From an optimization exercise on the open Yosys and OpenROAD flow, aimed at small area, a short achievable clock period and few clock cycles per item; shortcuts taken in it are not production practice. The RTL was checked by simulation tests, not by an equivalence proof against the original design. No activity file was given, so power comes from the tool's default toggle rates.

File: flow/design.v
package dlsh_pkg;
    localparam int NUM_LETTERS_DEF = 36;
    localparam int COUNT_WIDTH_DEF = 16;
endpackage
module digraph_letter_sentence_histogram (
    input  logic        aclk,
    input  logic        aresetn,
    input  logic        s_valid,
    output logic        s_ready,
    input  logic        s_func,
    input  logic [15:0] s_char_code,
    output logic        m_valid,
    input  logic        m_ready,
    output logic [5:0]  m_letter_index,
    output logic [15:0] m_letter_count,
    output logic [15:0] m_sentence_length,
    output logic        m_last
);
    localparam int DW = 3;
    function automatic logic [5:0] glob_a(input int j);
        logic [5:0] r;
        case (j / 2)
            0:       r = 6'd4;
            1:       r = 6'd9;
            2:       r = 6'd15;
            3:       r = 6'd18;
            4:       r = 6'd23;
            5:       r = 6'd25;
            6:       r = 6'd27;
            7:       r = 6'd31;
            default: r = 6'd34;
        endcase
        glob_a = r + 6'(j % 2);
    endfunction
    function automatic logic [5:0] glob_b(input int j);
        case (j)
            0:  glob_b = 6'd0;
            1:  glob_b = 6'd1;
            2:  glob_b = 6'd2;
            3:  glob_b = 6'd3;
            4:  glob_b = 6'd6;
            5:  glob_b = 6'd7;
            6:  glob_b = 6'd8;
            7:  glob_b = 6'd11;
            8:  glob_b = 6'd12;
            9:  glob_b = 6'd13;
            10: glob_b = 6'd14;
            11: glob_b = 6'd17;
            12: glob_b = 6'd20;
            13: glob_b = 6'd21;
            14: glob_b = 6'd22;
            15: glob_b = 6'd29;
            16: glob_b = 6'd30;
            default: glob_b = 6'd33;
        endcase
    endfunction
    function automatic logic [5:0] gmap(input logic [5:0] g);
        logic [5:0] r;
        r = {1'b1, 5'd17};
        for (int j = 0; j < 18; j++) begin
            if (g == glob_a(j)) r = {1'b1, 5'(j)};
            if (g == glob_b(j)) r = {1'b0, 5'(j)};
        end
        gmap = r;
    endfunction
    function automatic int dw_of(input logic [5:0] g);
        case (g)
            6'd6, 6'd7, 6'd12, 6'd18, 6'd23, 6'd27, 6'd29:
                dw_of = 3;   
            default:
                dw_of = 2;
        endcase
    endfunction
    function automatic logic [2:0] johnson_val(input logic [2:0] q, input int w);
        int c;
        c = 0;
        for (int i = 0; i < 3; i++) if (i < w && q[i]) c++;
        johnson_val = q[w - 1] ? 3'(2 * w - c) : 3'(c);
    endfunction
    function automatic logic [15:0] sat_inc(input logic [15:0] x);
        sat_inc = (x == 16'hFFFF) ? x : x + 16'd1;
    endfunction
    typedef struct packed {
        logic       f;       
        logic       cd;      
        logic       cq;      
        logic       cs;      
        logic       cctl;    
        logic       cnul;    
        logic       isb;     
        logic [4:0] bl;
        logic       isl;     
        logic [3:0] ll;
        logic [3:0] tl;      
    } req_t;
    function automatic req_t decode(input logic f, input logic [15:0] c);
        req_t       r;
        logic       hz, asc, ext;
        logic [4:0] n;
        r    = '0;
        hz   = (c[15:8] == 8'h00);
        asc  = hz && (c[7:6] == 2'b01) && !f;
        ext  = hz && (c[7:6] == 2'b11) && !f;
        n    = c[4:0];
        r.f    = f;
        r.cd   = !f && (c == 16'h002E);
        r.cq   = !f && (c == 16'h003F);
        r.cs   = !f && (c == 16'h0020);
        r.cctl = !f && ((c == 16'h000A) || (c == 16'h000C) || (c == 16'h000D));
        r.cnul = !f && (c == 16'h0000);
        if (asc) begin
            case (n)
                5'd1:  begin r.isb = 1'b1; r.bl = 5'd0;  end
                5'd2:  begin r.isb = 1'b1; r.bl = 5'd1;  end
                5'd3:  begin r.isb = 1'b1; r.bl = 5'd2;  end
                5'd4:  begin r.isl = 1'b1; r.ll = 4'd0;  end
                5'd5:  begin r.isb = 1'b1; r.bl = 5'd4;  end
                5'd6:  begin r.isb = 1'b1; r.bl = 5'd6;  end
                5'd7:  begin r.isl = 1'b1; r.ll = 4'd1;  end
                5'd8:  begin r.isb = 1'b1; r.bl = 5'd7;  end
                5'd9:  begin r.isb = 1'b1; r.bl = 5'd8;  end
                5'd10: begin r.isb = 1'b1; r.bl = 5'd9;  end
                5'd11: begin r.isb = 1'b1; r.bl = 5'd10; end
                5'd12: begin r.isl = 1'b1; r.ll = 4'd2;  end
                5'd13: begin r.isb = 1'b1; r.bl = 5'd11; end
                5'd14: begin r.isl = 1'b1; r.ll = 4'd3;  end
                5'd15: begin r.isb = 1'b1; r.bl = 5'd12; end
                5'd16: begin r.isb = 1'b1; r.bl = 5'd13; end
                5'd17: begin r.isb = 1'b1; r.bl = 5'd14; end
                5'd18: begin r.isl = 1'b1; r.ll = 4'd4;  end
                5'd19: begin r.isl = 1'b1; r.ll = 4'd5;  end
                5'd20: begin r.isl = 1'b1; r.ll = 4'd6;  end
                5'd21: begin r.isb = 1'b1; r.bl = 5'd15; end
                5'd22: begin r.isb = 1'b1; r.bl = 5'd16; end
                5'd24: begin r.isl = 1'b1; r.ll = 4'd7;  end
                5'd25: begin r.isb = 1'b1; r.bl = 5'd17; end
                5'd26: begin r.isl = 1'b1; r.ll = 4'd8;  end
                default: ;
            endcase
            r.tl[0] = (n == 5'd8);    
            r.tl[1] = (n == 5'd10);   
            r.tl[2] = (n == 5'd12);   
            r.tl[3] = (n == 5'd18);   
        end
        if (ext) begin
            case (n)
                5'd7:  begin r.isb = 1'b1; r.bl = 5'd3; end   
                5'd11: begin r.isb = 1'b1; r.bl = 5'd5; end   
                default: ;
            endcase
        end
        decode = r;
    endfunction
    function automatic logic [3:0] tail_of(input logic [3:0] l);
        case (l)
            4'd1, 4'd3: tail_of = 4'b0010;   
            4'd2:       tail_of = 4'b0100;   
            4'd4:       tail_of = 4'b1000;   
            default:    tail_of = 4'b0001;   
        endcase
    endfunction
    logic        r0_v, sk_v, s_rdy;
    req_t        r0, sk;
    logic        pend_v;
    logic [3:0]  pend_l;
    logic [3:0]  pend_t;
    logic [8:0]  pend_oh;    
    logic        prev_dot, prev_q;
    logic        lenz;
    logic [15:0] len;
    logic        win, win2, silent, fresh;
    logic [35:0] opv;         
    logic [5:0]  e;
    logic        eA;
    logic [4:0]  eloc;
    logic [15:0] emit_len, emit_len2;
    logic [DW-1:0] dA [18];   
    logic [DW-1:0] dB [18];
    logic [17:0]   fullA, fullB;
    logic        opA_v, opB_v;
    logic        wbA_v, wbB_v, wbA_inc, wbB_inc;
    logic [4:0]  wbA_i, wbB_i;
    logic [15:0] rdA, rdB;
    logic [DW-1:0] dv;
    logic [15:0] cA [18];
    logic [15:0] cB [18];
    logic        m_v, q_v, m_lst;
    logic [15:0] m_cnt, q_cnt;
    logic [5:0]  m_idx;
    logic emit_now, push, pop, drained;
    assign emit_now = opv[35] && !fresh && (eA ? !opA_v : !opB_v) && (silent || !q_v);
    assign push     = emit_now && !silent;
    assign pop      = m_v && m_ready;
    assign drained  = win && !opv[35] && !m_v && !q_v;
    logic [17:0] oldA_v, oldB_v, xA_v, xB_v;
    always_comb begin
        for (int j = 0; j < 18; j++) begin
            oldA_v[j] = win2 || opv[glob_a(j)];
            oldB_v[j] = win2 || opv[glob_b(j)];
        end
    end
    logic       pm, is_end, is_skip, grow, close, doB, setp;
    logic [4:0] aloc;
    logic [17:0] selA, selB;
    logic       oldA, oldB, stall, fire1;
    assign is_end  = (r0.cd && !prev_dot) || (r0.cq && !prev_q);
    assign is_skip = r0.cctl || (r0.cs && lenz) || (r0.cd && prev_dot);
    assign grow    = !r0.f && !is_skip && !r0.cnul;
    assign close   = r0.f ? !lenz : is_end;
    assign doB     = !pm && r0.isb;
    assign setp    = !pm && r0.isl;
    assign aloc    = {pend_l, pm};
    always_comb begin
        pend_l = 4'd0;
        pend_t = 4'd0;
        for (int l = 0; l < 9; l++) begin
            if (pend_oh[l]) begin
                pend_l = pend_l | 4'(l);
                pend_t = pend_t | tail_of(4'(l));
            end
        end
    end
    always_comb begin
        for (int j = 0; j < 18; j++) begin
            selA[j] = pend_v && pend_oh[j / 2] && ((j % 2 == 1) ? pm : !pm);
            selB[j] = doB && (r0.bl == 5'(j));
        end
    end
    assign oldA  = |(selA & oldA_v);
    assign oldB  = |(selB & oldB_v);
    logic stall_r;
    assign stall = stall_r;
    assign fire1 = r0_v && !stall;
    req_t din;
    assign din     = decode(s_func, s_char_code);
    assign s_ready = s_rdy;
    always_ff @(posedge aclk) begin
        if (!aresetn) begin
            r0_v  <= 1'b0;
            sk_v  <= 1'b0;
            s_rdy <= 1'b1;
        end else if (!r0_v || fire1) begin
            r0_v  <= sk_v || s_valid;
            sk_v  <= 1'b0;
            s_rdy <= 1'b1;
        end else if (s_valid && !sk_v) begin
            sk_v  <= 1'b1;
            s_rdy <= 1'b0;
        end
    end
    req_t nxt;
    assign nxt = sk_v ? sk : din;
    always_ff @(posedge aclk) begin
        if (!r0_v || fire1) r0 <= nxt;
        if (!sk_v) sk <= din;
    end
    logic       pend_v_n, pm_n, lenz_n, prev_dot_n, prev_q_n;
    logic [8:0] pend_oh_n;
    assign pend_v_n   = fire1 ? setp : pend_v;
    assign pend_oh_n  = (fire1 && setp) ? (9'(1) << r0.ll) : pend_oh;
    assign pm_n       = fire1 ? (setp && ((tail_of(r0.ll) & nxt.tl) != 4'b0000))
                      : (!r0_v ? (pend_v && ((pend_t & nxt.tl) != 4'b0000)) : pm);
    assign lenz_n     = fire1 ? (close || (!grow && lenz)) : lenz;
    assign prev_dot_n = (fire1 && (is_end || is_skip)) ? r0.cd
                      : ((fire1 && (r0.isb || r0.isl)) ? 1'b0 : prev_dot);
    assign prev_q_n   = (fire1 && (is_end || is_skip)) ? r0.cq
                      : ((fire1 && (r0.isb || r0.isl)) ? 1'b0 : prev_q);
    always_ff @(posedge aclk) begin
        if (!aresetn) begin
            pm <= 1'b0;
        end else begin
            pm <= pm_n;
        end
    end
    logic [15:0] len_inc, len_fin;
    assign len_inc = sat_inc(len);
    assign len_fin = r0.f ? len : len_inc;
    always_ff @(posedge aclk) begin
        if (!aresetn) begin
            pend_v   <= 1'b0;
            prev_dot <= 1'b0;
            prev_q   <= 1'b0;
            lenz     <= 1'b1;
            len      <= 16'd0;
            opA_v    <= 1'b0;
            opB_v    <= 1'b0;
        end else begin
            opA_v <= fire1 && pend_v && !oldA;
            opB_v <= fire1 && doB && !oldB;
            if (fire1) begin
                pend_v <= setp;
                if (is_end || is_skip) begin
                    prev_dot <= r0.cd;
                    prev_q   <= r0.cq;
                end else if (r0.isb || r0.isl) begin
                    prev_dot <= 1'b0;
                    prev_q   <= 1'b0;
                end
                if (close) begin
                    len  <= 16'd0;
                    lenz <= 1'b1;
                end else if (grow) begin
                    len  <= len_inc;
                    lenz <= 1'b0;
                end
            end
        end
    end
    always_ff @(posedge aclk) begin
        if (fire1 && setp) begin
            pend_oh <= 9'(1) << r0.ll;
        end
        if (r0_v && close && !win2) emit_len2 <= len_fin;
        if (drained && win2) begin
            emit_len <= emit_len2;
        end else if (r0_v && close && (!win || drained)) begin
            emit_len <= len_fin;
        end
    end
    logic [5:0] gm_next;
    logic       eA_n;
    logic [4:0] eloc_n;
    logic       open_now;
    assign gm_next  = gmap(emit_now ? e + 6'd1 : 6'd0);
    assign open_now = drained ? (win2 || (r0_v && close)) : (!win && r0_v && close);
    assign {eA_n, eloc_n} = (emit_now || open_now) ? gm_next : {eA, eloc};
    logic [35:0] opv_n;
    logic        win2_nf, win2_ns;
    logic [17:0] xnA, xnB;
    assign opv_n   = emit_now ? {opv[34:0], 1'b0} : (open_now ? '1 : opv);
    assign win2_ns = (drained && open_now) ? 1'b0 : win2;
    assign win2_nf = (drained && open_now) ? 1'b0 : (win2 || (r0_v && close && win));
    always_ff @(posedge aclk) begin
        if (!aresetn) begin
            win    <= 1'b1;
            win2   <= 1'b0;
            silent <= 1'b1;
            fresh  <= 1'b0;
            opv    <= '1;
            e      <= 6'd0;
            eA     <= 1'b0;
            eloc   <= 5'd0;
        end else begin
            fresh <= open_now && !win2;
            if (emit_now) begin
                e          <= e + 6'd1;
                {eA, eloc} <= gm_next;
                opv        <= {opv[34:0], 1'b0};
                if (fire1 && close) win2 <= 1'b1;
            end else if (drained) begin
                silent <= 1'b0;
                if (open_now) begin
                    win2       <= 1'b0;
                    e          <= 6'd0;
                    {eA, eloc} <= gm_next;
                    opv        <= '1;
                end else begin
                    win <= 1'b0;
                end
            end else if (open_now) begin
                win        <= 1'b1;
                e          <= 6'd0;
                {eA, eloc} <= gm_next;
                opv        <= '1;
            end else if (fire1 && close && win) begin
                win2 <= 1'b1;
            end
        end
    end
    for (genvar j = 0; j < 18; j++) begin : g_d
        localparam int WA = dw_of(glob_a(j));
        localparam int WB = dw_of(glob_b(j));
        logic [WA-1:0] ra;
        logic [WB-1:0] rb;
        logic          clra, clrb, prea, preb, nfa, nfb;
        logic          fa_f, fa_s, fb_f, fb_s;
        logic          oa, ob;
        assign clra = emit_now && eA && (eloc == 5'(j));
        assign clrb = emit_now && !eA && (eloc == 5'(j));
        assign prea = selA[j] && oldA_v[j];
        assign preb = selB[j] && oldB_v[j];
        assign nfa  = (WA == 2) ? (ra[1] && ra[0]) : (ra[WA-1] && ra[WA-2] && !ra[0]);
        assign nfb  = (WB == 2) ? (rb[1] && rb[0]) : (rb[WB-1] && rb[WB-2] && !rb[0]);
        assign fa_s = !clra && fullA[j];
        assign fa_f = !clra && (prea ? nfa : fullA[j]);
        assign fb_s = !clrb && fullB[j];
        assign fb_f = !clrb && (preb ? nfb : fullB[j]);
        assign oa   = opv_n[glob_a(j)];
        assign ob   = opv_n[glob_b(j)];
        assign xnA[j] = fire1 ? (win2_nf ? (oa || fa_f) : (oa && fa_f))
                              : (win2_ns ? (oa || fa_s) : (oa && fa_s));
        assign xnB[j] = fire1 ? (win2_nf ? (ob || fb_f) : (ob && fb_f))
                              : (win2_ns ? (ob || fb_s) : (ob && fb_s));
        always_ff @(posedge aclk) begin
            if (!aresetn) begin
                xA_v[j] <= 1'b0;
                xB_v[j] <= 1'b0;
            end else begin
                xA_v[j] <= xnA[j];
                xB_v[j] <= xnB[j];
            end
        end
        always_ff @(posedge aclk) begin
            if (!aresetn) begin
                ra <= '0;
                rb <= '0;
            end else begin
                if (clra)
                    ra <= '0;
                else if (fire1 && prea)
                    ra <= {ra[WA-2:0], !ra[WA-1]};
                if (clrb)
                    rb <= '0;
                else if (fire1 && preb)
                    rb <= {rb[WB-2:0], !rb[WB-1]};
            end
        end
        assign dA[j]    = johnson_val(DW'(ra), WA);
        assign dB[j]    = johnson_val(DW'(rb), WB);
        assign fullA[j] = ra[WA-1] && !ra[WA-2];
        assign fullB[j] = rb[WB-1] && !rb[WB-2];
    end
    req_t        nr;
    logic [17:0] selA_n, selB_n;
    logic        close_n, stall_n;
    assign nr = (r0_v && !fire1) ? r0 : nxt;
    always_comb begin
        for (int j = 0; j < 18; j++) begin
            selA_n[j] = pend_v_n && pend_oh_n[j / 2] && ((j % 2 == 1) ? pm_n : !pm_n);
            selB_n[j] = !pm_n && nr.isb && (nr.bl == 5'(j));
        end
    end
    assign close_n = nr.f ? !lenz_n : ((nr.cd && !prev_dot_n) || (nr.cq && !prev_q_n));
    assign stall_n = (close_n && (fire1 ? win2_nf : win2_ns))
                  || |(selA_n & xnA) || |(selB_n & xnB);
    always_ff @(posedge aclk) begin
        if (!aresetn) stall_r <= 1'b0;
        else          stall_r <= stall_n;
    end
    logic [4:0]  aA, aB;
    logic [15:0] raA, raB, frA, frB, wdA, wdB;
    logic [DW-1:0] dv0;
    logic          inc_e;
    assign dv0   = eA ? dA[eloc] : dB[eloc];
    assign inc_e = fire1 && (eA ? selA[eloc] : selB[eloc]);
    always_ff @(posedge aclk) begin
        if (!aresetn) begin
            aA <= 5'd0;
            aB <= 5'd0;
        end else begin
            aA <= (fire1 && pend_v && !oldA) ? aloc : eloc_n;
            aB <= (fire1 && doB && !oldB) ? r0.bl : eloc_n;
        end
    end
    assign raA = cA[aA];
    assign raB = cB[aB];
    assign wdA = wbA_inc ? sat_inc(rdA) : {{(16-DW){1'b0}}, dv};
    assign wdB = wbB_inc ? sat_inc(rdB) : {{(16-DW){1'b0}}, dv};
    assign frA = (wbA_v && (wbA_i == aA)) ? wdA : raA;
    assign frB = (wbB_v && (wbB_i == aB)) ? wdB : raB;
    always_ff @(posedge aclk) begin
        if (!aresetn) begin
            wbA_v <= 1'b0;
            wbB_v <= 1'b0;
        end else begin
            wbA_v <= opA_v || (emit_now && eA);
            wbB_v <= opB_v || (emit_now && !eA);
        end
    end
    always_ff @(posedge aclk) begin
        wbA_i   <= aA;
        wbB_i   <= aB;
        wbA_inc <= opA_v;
        wbB_inc <= opB_v;
        rdA     <= frA;
        rdB     <= frB;
        dv      <= inc_e ? dv0 + DW'(1) : dv0;
        for (int j = 0; j < 18; j++) begin
            if (wbA_v && (wbA_i == 5'(j))) cA[j] <= wdA;
            if (wbB_v && (wbB_i == 5'(j))) cB[j] <= wdB;
        end
    end
    always_ff @(posedge aclk) begin
        if (!aresetn) begin
            m_v   <= 1'b0;
            q_v   <= 1'b0;
            m_idx <= 6'd0;
            m_lst <= 1'b0;
        end else begin
            if (pop) begin
                m_idx <= m_lst ? 6'd0 : m_idx + 6'd1;
                m_lst <= (m_idx == 6'd34);
            end
            if (pop || !m_v) begin
                if (q_v) begin
                    m_v <= 1'b1;
                    q_v <= 1'b0;
                end else begin
                    m_v <= push;
                end
            end else if (push) begin
                q_v <= 1'b1;
            end
        end
    end
    always_ff @(posedge aclk) begin
        if (pop || !m_v) m_cnt <= q_v ? q_cnt : (eA ? raA : raB);
        if (!q_v) q_cnt <= eA ? raA : raB;
    end
    assign m_valid           = m_v;
    assign m_letter_index    = m_idx;
    assign m_letter_count    = m_cnt;
    assign m_sentence_length = emit_len;
    assign m_last            = m_lst;
endmodule
File: flow/run.sh
#!/bin/bash
# synth_recipe.tcl (not shown) runs the flow's synth.tcl, then flattens the netlist and writes it again
# the make line also repeats each setting of config.mk as NAME=value (left out here)
make -C /OpenROAD-flow-scripts/flow DESIGN_CONFIG=/design/flow/config.mk WORK_HOME=/design/flow/orfs CLKGATE_MAP_FILE= SYNTH_SCRIPT=/design/flow/synth_recipe.tcl finish
File: flow/constraint.sdc
create_clock -name core_clock -period 6.0 [get_ports {aclk}]
set_input_delay 1.2000 -clock core_clock [delete_from_list [all_inputs] [get_ports {aclk}]]
set_output_delay 1.2000 -clock core_clock [all_outputs]
set_load 0.01 [all_outputs]
File: flow/config.mk
export PLATFORM = sky130hd
export DESIGN_NAME = digraph_letter_sentence_histogram
export DESIGN_NICKNAME = digraph_letter_sentence_histogram
export VERILOG_FILES = /design/flow/design.v
export SDC_FILE = /design/flow/constraint.sdc
export NUM_CORES = 4
export LEC_CHECK = 0
export ABC_CLOCK_PERIOD_IN_PS = 2700
export CAP_MARGIN = 20
export CORE_MARGIN = 2
export CORE_UTILIZATION = 40
export SETUP_SLACK_MARGIN = 3.3
export SLEW_MARGIN = 20
==> results of run 1 <==
==> power groups by stage <==
stage	registers, mW	clock network (mW)	logic (mW)
finish	7.21	5.80	1.85
global route	7.23	6.13	1.97
CTS	7.19	5.88	1.72
detailed placement	7.33	0	1.59
global placement	7.33	0	1.58
floorplan	7.26	0	0.987
==> what timing repair did <==
item / in CTS / in global routing
setup endpoints to repair: 579 / 470
buffers inserted: 133 / 60
gates cloned: 6 / 7
resized for setup: 342 / 138
endpoints found under the hold margin: 0 / 0
pin swaps: 70 / 66
==> final timing paths <==
kind | slack, ns | depth (start not counted) | endpoint
max | 2.62 | 12 | stall_r$_SDFF_PN0_
min reg2reg | 0.41 | 0 | wbB_inc$_DFF_P_
max reg2reg | 2.63 | 11 | stall_r$_SDFF_PN0_
min | 0.41 | 0 | wbB_inc$_DFF_P_
==> placed cells by master (no fill, tap or decap), drive strengths merged, types with 129 or more instances in the layout <==
cell type / n
clkbuf: 143
nor2: 363
nand2: 399
a22oi: 178
buf: 320
a21oi: 146
o21ai: 134
ha: 141
nand3: 129
dfxtp: 263
edfxtp: 650
==> metal layers <==
| layer | vias to the layer above | track usage [%] |
|---|---|---|
| met3 | 358 | 3.703 |
| met1 | 16030 | 32.95 |
| met5 | - | 0 |
| li1 | 14660 | - |
| met4 | 0 | 10.60 |
| met2 | 1542 | 38.68 |
==> area by class of cell <==
cell class / count / share of cell area (%)
clock buffer: 139 / 5.238
antenna: 1 / 0.004884
tap: 1391 / 3.397
sequential: 913 / 48.52
inverter: 87 / 0.6446
multi-input combinational: 2510 / 35.22
timing repair buffer: 372 / 6.273
clock inverter: 37 / 0.7057
==> registers in the layout, summed over array words and instances (netlist names), 9 cells and up <==
register and cells:
opv 36, rdA 16, emit_len 16, emit_len2 16
g_d.ra 39, rdB 16, sk 21, g_d.rb 40
r0 17, q_cnt 16, cB 288, len 16
m_cnt 16, pend_oh 9, cA 288
==> logic make-up (layout without fill, tap and decap cells) <==
group	count (synthesis)	after routing	share of synthesized area (%)
flip-flops	913	913	58.57
AND/OR/NAND/NOR	1283	1287	14.64
other	0	1	0
AO/OA/AOI/OAI	822	824	13.84
adder cells (fa/ha/maj)	184	184	5.192
XOR/XNOR	64	64	1.325
multiplexers	151	151	3.876
buffers and inverters	273	635	2.561
==> synthesized netlist by cell type, types with 9 or more instances <==
cell | n | area, µm²
sky130_fd_sc_hd__and4_1 | 12 | 105.1
sky130_fd_sc_hd__nor3_1 | 68 | 340.3
sky130_fd_sc_hd__nand3_1 | 128 | 640.6
sky130_fd_sc_hd__xnor2_1 | 16 | 140.1
sky130_fd_sc_hd__a22oi_1 | 178 | 1336
sky130_fd_sc_hd__nand3b_1 | 17 | 127.6
sky130_fd_sc_hd__o211ai_1 | 32 | 240.2
sky130_fd_sc_hd__xor2_1 | 48 | 420.4
sky130_fd_sc_hd__maj3_1 | 41 | 410.4
sky130_fd_sc_hd__a221oi_1 | 34 | 297.8
sky130_fd_sc_hd__a222oi_1 | 65 | 650.6
sky130_fd_sc_hd__ha_1 | 141 | 1764
sky130_fd_sc_hd__mux2_2 | 79 | 889.6
sky130_fd_sc_hd__edfxtp_1 | 650 | 19520
sky130_fd_sc_hd__nor4_1 | 23 | 143.9
sky130_fd_sc_hd__buf_2 | 27 | 135.1
sky130_fd_sc_hd__mux2i_1 | 69 | 690.7
sky130_fd_sc_hd__nand2b_1 | 38 | 237.7
sky130_fd_sc_hd__dfxtp_1 | 263 | 5265
sky130_fd_sc_hd__a22o_1 | 30 | 262.8
sky130_fd_sc_hd__nor2b_1 | 27 | 168.9
sky130_fd_sc_hd__buf_1 | 15 | 56.30
sky130_fd_sc_hd__a21oi_1 | 146 | 730.7
sky130_fd_sc_hd__inv_1 | 87 | 326.6
sky130_fd_sc_hd__nand4_1 | 68 | 425.4
sky130_fd_sc_hd__o41ai_1 | 9 | 78.83
sky130_fd_sc_hd__clkbuf_1 | 137 | 514.2
sky130_fd_sc_hd__or3_1 | 21 | 131.4
sky130_fd_sc_hd__nor2_1 | 358 | 1344
sky130_fd_sc_hd__o21ai_0 | 128 | 640.6
sky130_fd_sc_hd__and3_1 | 37 | 231.5
sky130_fd_sc_hd__o31ai_1 | 17 | 127.6
sky130_fd_sc_hd__a31oi_1 | 24 | 150.1
sky130_fd_sc_hd__a211oi_1 | 36 | 270.3
sky130_fd_sc_hd__nand2_1 | 399 | 1498
sky130_fd_sc_hd__nor3b_1 | 13 | 97.59
sky130_fd_sc_hd__and2_1 | 17 | 106.4
sky130_fd_sc_hd__o22ai_1 | 17 | 106.4
==> out/qor.csv, run 1 <==
stage,metric,value,unit
status,run_status,timing/DRC/antenna clean,
synth,count_of_state_elements_after_synthesis,913,
worst_setup_path,rr_startpoint,win2$_SDFFE_PN0P_,
synth,synth_enable_flop_cells,650,
worst_setup_path,cp_max_fo,6,
final_layout,fillerInstances,9388,
global_route,grt_usage,24.29,%
clock_network,worstSkewPairLatency,0.70,ns
detailed_routing,dr.first_iter.drc_count,3619,
clock_network,tritoncts_num_sinks,913,
detailed_routing,antenna_violating_nets_remaining,0,
clock_network,cts-buffers-inserted,95,
clock_network,path_clk_slew,0.06,ns
timing,grt_setup_unrepaired,yes,
clock_network,cts_tree,done,
global_route,first_global_vias,30670,
synth,yosys_warning_count,5,
detailed_routing,highest_layer,met4,
worst_setup_path,startpoint,s_char_code[0],
synth,ys_dominant_reg_cell,sky130_fd_sc_hd__edfxtp_1,
placement,place.gp.congestion,0.9354,
synth,netlist_instances,3690,
job,number_of_max_cap_violations,0,
floorplanning,fp.coreArea,105100,µm²
worst_setup_path,worst_setup_path_start_kind,input pin,
final_layout,ff_latch_area,24860,µm²
final_layout,drive_above_1_share,21.04,%
power,p_clk_share,39.0,%
detailed_routing,vias,32590,
placement,dpl_cell_area,45060,µm²
global_route,antenna_found_initial,2,
final_layout,final_net_count,4141,
final_layout,postLayoutCoreUtil,48.75,%
timing,max_slew.worst_pin.slew,1.063,ns
worst_setup_path,crit_path_end_kind,flip-flop,
global_route,first_pass_grt_wire_length,198.2,mm
power,power.total,14.85,mW
floorplanning,rows,119,
worst_setup_path,critPathRequiredTime,6.54,ns
power,leak,17.17,nW
worst_setup_path,cpMostUsedCell,sky130_fd_sc_hd__a2111o_1,
detailed_routing,detail_route.vias_per_cell,5.979,
timing,period_needed,3.381,ns
timing,skew,0.04784,ns
floorplanning,floorplan.die.height,329.3,µm
power,peakVddDrop,0.0002403,V
hold_path,launch_instance_of_the_worst_min_delay_path,opB_v$_SDFF_PN0_,
detailed_routing,drc_violations_left,0,
timing,max-slew-margin-rel,28.73,%
floorplanning,fp.dieArea,108400,µm²
floorplanning,initial_core_util,40.26,%
detailed_routing,wl_met1,55.66,mm
detailed_routing,drt_wl_total,136.3,mm
worst_setup_path,slowest_stage,sky130_fd_sc_hd__a2111o_1,
power,cellPowerDensity,289.8,nW/µm²
timing,setup-violations-final,0,
worst_setup_path,critical_path.n_buffers_inverters,3,
global_route,maximum_number_of_pins_on_one_net_before_global_route_repair,69,
synth,synth.yosys.seq_area_share,58.57,%
synth,synthesis.area_per_instance,11.47,µm²
worst_setup_path,timing_worst_setup_path_type,in -> reg,
worst_setup_path,critical_path.cell_chain,buf_12 > clkinvlp_4 > ha_4 > nor4bb_2 > nand4_1 > a211oi_2 > nor4_4 > buf_4 > a2111o_1 > a2111o_1 > o41ai_4 > o311ai_2,
final_layout,area_occupied_by_multi_input_gates,18040,µm²
detailed_routing,met2_layer_wire_length_in_the_routed_design,62.78,mm
placement,portBuffers,61,
clock_network,clk_root_buffer_cell,sky130_fd_sc_hd__clkbuf_16,
timing,timing.final.crit_share,56.35,%
synth,synth-async-reset-ratio,0,%
power,power.internal,10.97,mW
timing,report.final.hold_viol_count,0,
timing,slew_violations,0,
power,switchingPower,3.881,mW
power,power.sequential.fraction,48.5,%
detailed_routing,drt_pass1_iterations,6,
placement,placedCellCount,5067,
worst_setup_path,cp_data_arrival_time,3.92,ns
detailed_routing,wire_per_inst,25.02,µm
clock_network,max-clock-path-buffers,3,
worst_setup_path,critPathMaxStageDelay,0.45,ns
timing,fin_setup_tns,0,ns
power,power.combinational.fraction,12.4,%
timing,setup_ws,2.619,ns
synth,post_synth_num_cell_types,98,
final_layout,areaGrowthSynthToFinish,21.09,%
synth,syn-num-nets,3852,
clock_network,cts_hold_buffers,0,
synth,synth_area,42320,µm²
placement,dp.final_hpwl,82.81,mm
timing,max_freq,295.8,MHz
detailed_routing,wl_met3,11.24,mm
placement,detailedPlace.worstSlack,0.8454,ns
global_route,global_route_overflow,0,
timing,final_worst_hold_slack,0.4075,ns
floorplanning,chipWidth,329.3,µm
hold_path,hold_path.class,reg -> reg,
clock_network,cts_htree_levels,3,
worst_setup_path,cp_top_family,compound AO/OA/AOI/OAI gates,
power,power.share.switching,26.13,%
final_layout,stdcell_area,51240,µm²
floorplanning,boundaryPins,62,
final_layout,final-instance-count-excl-fill,5450,
Testbench counts, summed over its fixed seeds: cycles 34,163, items 32,123.
==> inputs of run 2 (changes only) <==
--- a/flow/design.v
+++ b/flow/design.v
@@ -73,8 +73,2 @@
     endfunction
-    function automatic logic [2:0] johnson_val(input logic [2:0] q, input int w);
-        int c;
-        c = 0;
-        for (int i = 0; i < 3; i++) if (i < w && q[i]) c++;
-        johnson_val = q[w - 1] ? 3'(2 * w - c) : 3'(c);
-    endfunction
     function automatic logic [15:0] sat_inc(input logic [15:0] x);
@@ -381,4 +375,4 @@
         assign preb = selB[j] && oldB_v[j];
-        assign nfa  = (WA == 2) ? (ra[1] && ra[0]) : (ra[WA-1] && ra[WA-2] && !ra[0]);
-        assign nfb  = (WB == 2) ? (rb[1] && rb[0]) : (rb[WB-1] && rb[WB-2] && !rb[0]);
+        assign nfa  = (&ra[WA-1:1]) && !ra[0];
+        assign nfb  = (&rb[WB-1:1]) && !rb[0];
         assign fa_s = !clra && fullA[j];
@@ -410,3 +404,3 @@
                 else if (fire1 && prea)
-                    ra <= {ra[WA-2:0], !ra[WA-1]};
+                    ra <= ra + WA'(1);
                 if (clrb)
@@ -414,9 +408,9 @@
                 else if (fire1 && preb)
-                    rb <= {rb[WB-2:0], !rb[WB-1]};
+                    rb <= rb + WB'(1);
             end
         end
-        assign dA[j]    = johnson_val(DW'(ra), WA);
-        assign dB[j]    = johnson_val(DW'(rb), WB);
-        assign fullA[j] = ra[WA-1] && !ra[WA-2];
-        assign fullB[j] = rb[WB-1] && !rb[WB-2];
+        assign dA[j]    = DW'(ra);
+        assign dB[j]    = DW'(rb);
+        assign fullA[j] = &ra;
+        assign fullB[j] = &rb;
     end
--- a/flow/config.mk
+++ b/flow/config.mk
@@ -10,3 +10,4 @@
 export CORE_MARGIN = 2
-export CORE_UTILIZATION = 40
+export CORE_UTILIZATION = 55
+export CTS_BUF_LIST = sky130_fd_sc_hd__clkbuf_8
 export SETUP_SLACK_MARGIN = 3.3
==> run 2 against run 1 <==
Effect of this change: register-to-register slack about the same; sequential cell count unchanged; critical path type is now reg -> reg; clock-buffer cell count rose by 23; first-iteration DRC count increased by 11%; critical path depth is 2 lower; via count hardly changed; clock skew grew 0.016 ns; core utilization increased by 18 points; wire length increased by 1.3%; sequential power down 2%; worst setup slack improved by 0.013 ns; critical endpoint unchanged.
==> out/qor.csv, run 2 <==
stage,metric,value,unit
timing,grt_setup_unrepaired,yes,
worst_setup_path,worstReg2RegEnd,stall_r$_SDFF_PN0_,
final_layout,final_net_count,3889,
timing,setup_ws,2.633,ns
global_route,global_route_overflow,0,
synth,netlist_instances,3492,
worst_setup_path,startpoint,stall_r$_SDFF_PN0_,
timing,max-slew-margin-rel,29.58,%
clock_network,max-clock-path-buffers,3,
timing,fin_setup_tns,0,ns
worst_setup_path,cp_max_fo,17,
worst_setup_path,cp_data_arrival_time,4.08,ns
final_layout,fillerInstances,5502,
synth,synth.yosys.seq_area_share,60.44,%
final_layout,layout_commonest_cell,sky130_fd_sc_hd__edfxtp_1,
timing,report.final.hold_viol_count,0,
floorplanning,fp.coreArea,74070,µm²
placement,portBuffers,61,
synth,yosysTopAreaCell,sky130_fd_sc_hd__edfxtp_1,
floorplanning,boundaryPins,62,
worst_setup_path,reg2reg_setup_slack,2.63,ns
synth,synth_top_area_share,47.60,%
synth,post_synth_num_cell_types,96,
floorplanning,initial_core_util,55.36,%
worst_setup_path,critPathRequiredTime,6.71,ns
job,number_of_max_cap_violations,0,
worst_setup_path,cp_top_family,simple AND/OR/NAND/NOR gates,
power,cellPowerDensity,278.6,nW/µm²
synth,count_of_state_elements_after_synthesis,913,
worst_setup_path,rr_startpoint,stall_r$_SDFF_PN0_,
worst_setup_path,crit_end,stall_r$_SDFF_PN0_,
synth,synth-async-reset-ratio,0,%
synth,synth_enable_flop_cells,650,
timing,timing.final.crit_share,56.12,%
placement,place.gp.congestion,0.9795,
global_route,grt_usage,35.04,%
power,peakVddDrop,0.0001593,V
floorplanning,floorplan.die.height,277.1,µm
timing,setup-violations-final,0,
final_layout,areaGrowthSynthToFinish,20.20,%
clock_network,cts-buffers-inserted,147,
synth,synthesis.area_per_instance,11.74,µm²
power,leak,16.45,nW
synth,ys_dominant_reg_cell,sky130_fd_sc_hd__edfxtp_1,
worst_setup_path,crit_path_end_kind,flip-flop,
clock_network,clk_root_buffer_cell,sky130_fd_sc_hd__clkbuf_8,
worst_setup_path,critical_path.cell_chain,nand4bb_1 > clkinv_2 > nand2_1 > a221o_1 > nand3_4 > nor4b_2 > nor4b_2 > a22oi_1 > o41ai_2 > o41ai_2,
timing,slew_violations,0,
placement,dp.final_hpwl,87.97,mm
timing,skew,0.06419,ns
floorplanning,rows,100,
final_layout,drive_above_1_share,22.75,%
clock_network,tritoncts_num_sinks,913,
synth,most_numerous_cell_in_the_yosys_netlist,sky130_fd_sc_hd__edfxtp_1,
worst_setup_path,ff2ff_path_depth,10,
synth,synth_area,41010,µm²
worst_setup_path,slowest_stage,sky130_fd_sc_hd__dfxtp_1,
worst_setup_path,timing_worst_setup_path_type,reg -> reg,
global_route,first_global_vias,31760,
worst_setup_path,critical_path.n_buffers_inverters,1,
synth,ys_top_cells_by_count,"650 x sky130_fd_sc_hd__edfxtp_1, 336 x sky130_fd_sc_hd__nor2_1, 275 x sky130_fd_sc_hd__nand2_1, 263 x sky130_fd_sc_hd__dfxtp_1, 182 x sky130_fd_sc_hd__clkbuf_1",
worst_setup_path,worst_setup_path_start_kind,flip-flop,
synth,yosys_warning_count,5,
floorplanning,fp.dieArea,76760,µm²
detailed_routing,dr.first_iter.drc_count,4020,
detailed_routing,drc_violations_left,0,
final_layout,final_cell_mix,"650 x sky130_fd_sc_hd__edfxtp_1, 271 x sky130_fd_sc_hd__nor2_1, 264 x sky130_fd_sc_hd__nand2_1",
clock_network,path_clk_slew,0.07,ns
hold_path,hold_path.class,reg -> reg,
status,run_status,timing/DRC/antenna clean,
detailed_routing,drt_pass1_iterations,6,
floorplanning,chipWidth,277.1,µm
clock_network,cts_tree,done,
clock_network,cts_htree_levels,4,
detailed_routing,drt_wl_total,138.1,mm
global_route,antenna_found_initial,1,
placement,detailedPlace.worstSlack,1.199,ns
detailed_routing,detail_route.vias_per_cell,6.682,
timing,max_slew.worst_pin.slew,1.056,ns
clock_network,cts_hold_buffers,0,
synth,syn-num-nets,3598,
placement,placedCellCount,4441,
clock_network,worstSkewPairLatency,0.84,ns
detailed_routing,vias,32570,
synth,post_synth_main_area_contributors,"sky130_fd_sc_hd__edfxtp_1 48%, sky130_fd_sc_hd__dfxtp_1 13%, sky130_fd_sc_hd__a22oi_1 3.2%, sky130_fd_sc_hd__nor2_1 3.1%, sky130_fd_sc_hd__ha_1 2.6%",
timing,max_freq,297.0,MHz
final_layout,largestRegisters,"cA x288, cB x288, g_d.rb x40",
worst_setup_path,critPathMaxStageDelay,0.67,ns
detailed_routing,antenna_violating_nets_remaining,0,
timing,period_needed,3.367,ns
global_route,maximum_number_of_pins_on_one_net_before_global_route_repair,64,
worst_setup_path,cp_num_cells,10,
detailed_routing,wire_per_inst,28.34,µm
global_route,first_pass_grt_wire_length,201.0,mm
final_layout,final-instance-count-excl-fill,4874,
[run 2: cell count changes in the layout (fill, tap and decap cells not counted), sizes merged, moves of 26 or more]
cell / previous run / this run
ha: 141 / 85
xnor2: 16 / 54
buf: 320 / 289
inv: 89 / 122
nand3: 129 / 97
nand2: 399 / 275
nor2: 363 / 337
[run 2: repair_timing]
| action | CTS | global route |
|---|---|---|
| setup buffers | 97 | 56 |
| cloned | 6 | 2 |
| gates resized for setup | 370 | 137 |
| pin swaps | 59 | 51 |
| endpoints found under the setup margin | 632 | 385 |
[run 2: how the worst min path moves through the flow]
stage | startpoint | end | slack, ns | depth (start not counted)
floorplan | aA[0]$_SDFF_PN0_ | wbA_i[0]$_DFF_P_ | 0.33 | 0
global placement | sk[3]$_DFF_P_ | sk[3]$_DFF_P_ | 0.42 | 2
detailed placement | opB_v$_SDFF_PN0_ | wbB_inc$_DFF_P_ | 0.44 | 0
CTS | opB_v$_SDFF_PN0_ | wbB_inc$_DFF_P_ | 0.44 | 0
global route | aA[2]$_SDFF_PN0_ | wbA_i[2]$_DFF_P_ | 0.44 | 0
finish | aB[2]$_SDFF_PN0_ | wbB_i[2]$_DFF_P_ | 0.43 | 0
[run 2: layout make-up]
| cell class | count | area [µm²] | share of cell area, % |
|---|---|---|---|
| well taps | 969 | 1212 | 2.460 |
| clock buffers | 162 | 2230 | 4.524 |
| clock inverters | 107 | 608.1 | 1.234 |
| inverters | 62 | 240.2 | 0.4874 |
| flip-flops and latches | 913 | 24840 | 50.40 |
| repair inverters | 1 | 5.005 | 0.01015 |
| repair buffers | 343 | 3217 | 6.527 |
| multi-input cells | 2315 | 16930 | 34.34 |
| diodes | 2 | 5.005 | 0.01015 |
[run 2: logic make-up after synthesis]
family / count (synthesis) / share of synthesized area, %
and+or+nand+nor: 1113 / 13.25
AOI/OAI and AO/OA: 876 / 15.47
xor gates and xnor gates: 90 / 1.922
buffers and inverters: 266 / 2.472
DFF: 913 / 60.44
adders and majority gates: 113 / 3.277
muxes: 121 / 3.170
[run 2: where the power goes]
| part | total [mW] | internal, mW | switching [mW] |
|---|---|---|---|
| combinational | 1.48 | 0.571 | 0.905 |
| clock | 5.16 | 2.61 | 2.55 |
| sequential | 7.09 | 6.92 | 0.170 |
| total | 13.7 | 10.1 | 3.63 |
[run 2: routing by layer]
metal	up-vias	GRT usage, %	wire length [µm]
met5	-	0	0
met4	0	19.80	7996
met3	493	6.800	13100
met2	1989	56.93	65650
met1	15940	44.15	51390
li1	14150	-	-
[run 2: stage by stage]
step | instance area (µm²) | power (mW) | hold slack, ns | util, %
after CTS | 48120 | 13.65 | 0.4392 | 64.97
final | 49290 | 13.73 | 0.4264 | 66.54
after detailed placement | 43280 | 8.459 | 0.4420 | 58.43
after global routing | 49290 | 14.18 | 0.4432 | 66.54
after global placement | 43260 | 8.435 | 0.4221 | 58.41
after floorplan | 41060 | 7.921 | 0.3290 | -
[run 2: worst reg2reg max path, delay by kind of cell (launching register included)]
kind	cells	cell delay [ns]
AOI/OAI and AO/OA	4	0.92
DFF	1	0.67
and+or+nand+nor	5	1.36
buffers and inverters	1	0.30
Testbench counts of run 2, summed over its fixed seeds: cycles 34,066, items 32,123.

-- port drivers added, routing unchanged --
Ports are ideal in the flow. The routed layouts listed here were re-timed in OpenROAD. Step 1 assumes that a clkbuf_16 drives the clock port and a buf_2 every other input. Step 2 times the ports against the registers' clock, not the clock port: input delays grow and output delays shrink by t, the midpoint of the rising clock arrivals with the driver on. Slacks: ideal ports / drivers / drivers and shift; pairs: ideal ports / drivers.
| run | t (ns) | setup slack, ns | slew at the worst register clock pin (ns) | worst slew at a driven data input, ns | cell pins on the clock port's net |
|---|---|---|---|---|---|
| run 1 | 0.746 | 2.619 / 2.634 / 1.895 | 0.07 / 0.07 | 0.14 | 1 |
| run 2 | 0.875 | 2.633 / 2.633 / 1.829 | 0.07 / 0.07 | 0.04 | 1 |
After both steps setup and hold are still met in every run listed. The setup slack of run 2, which loses most, moves by 0.000 ns with the drivers and by -0.804 ns with both steps.
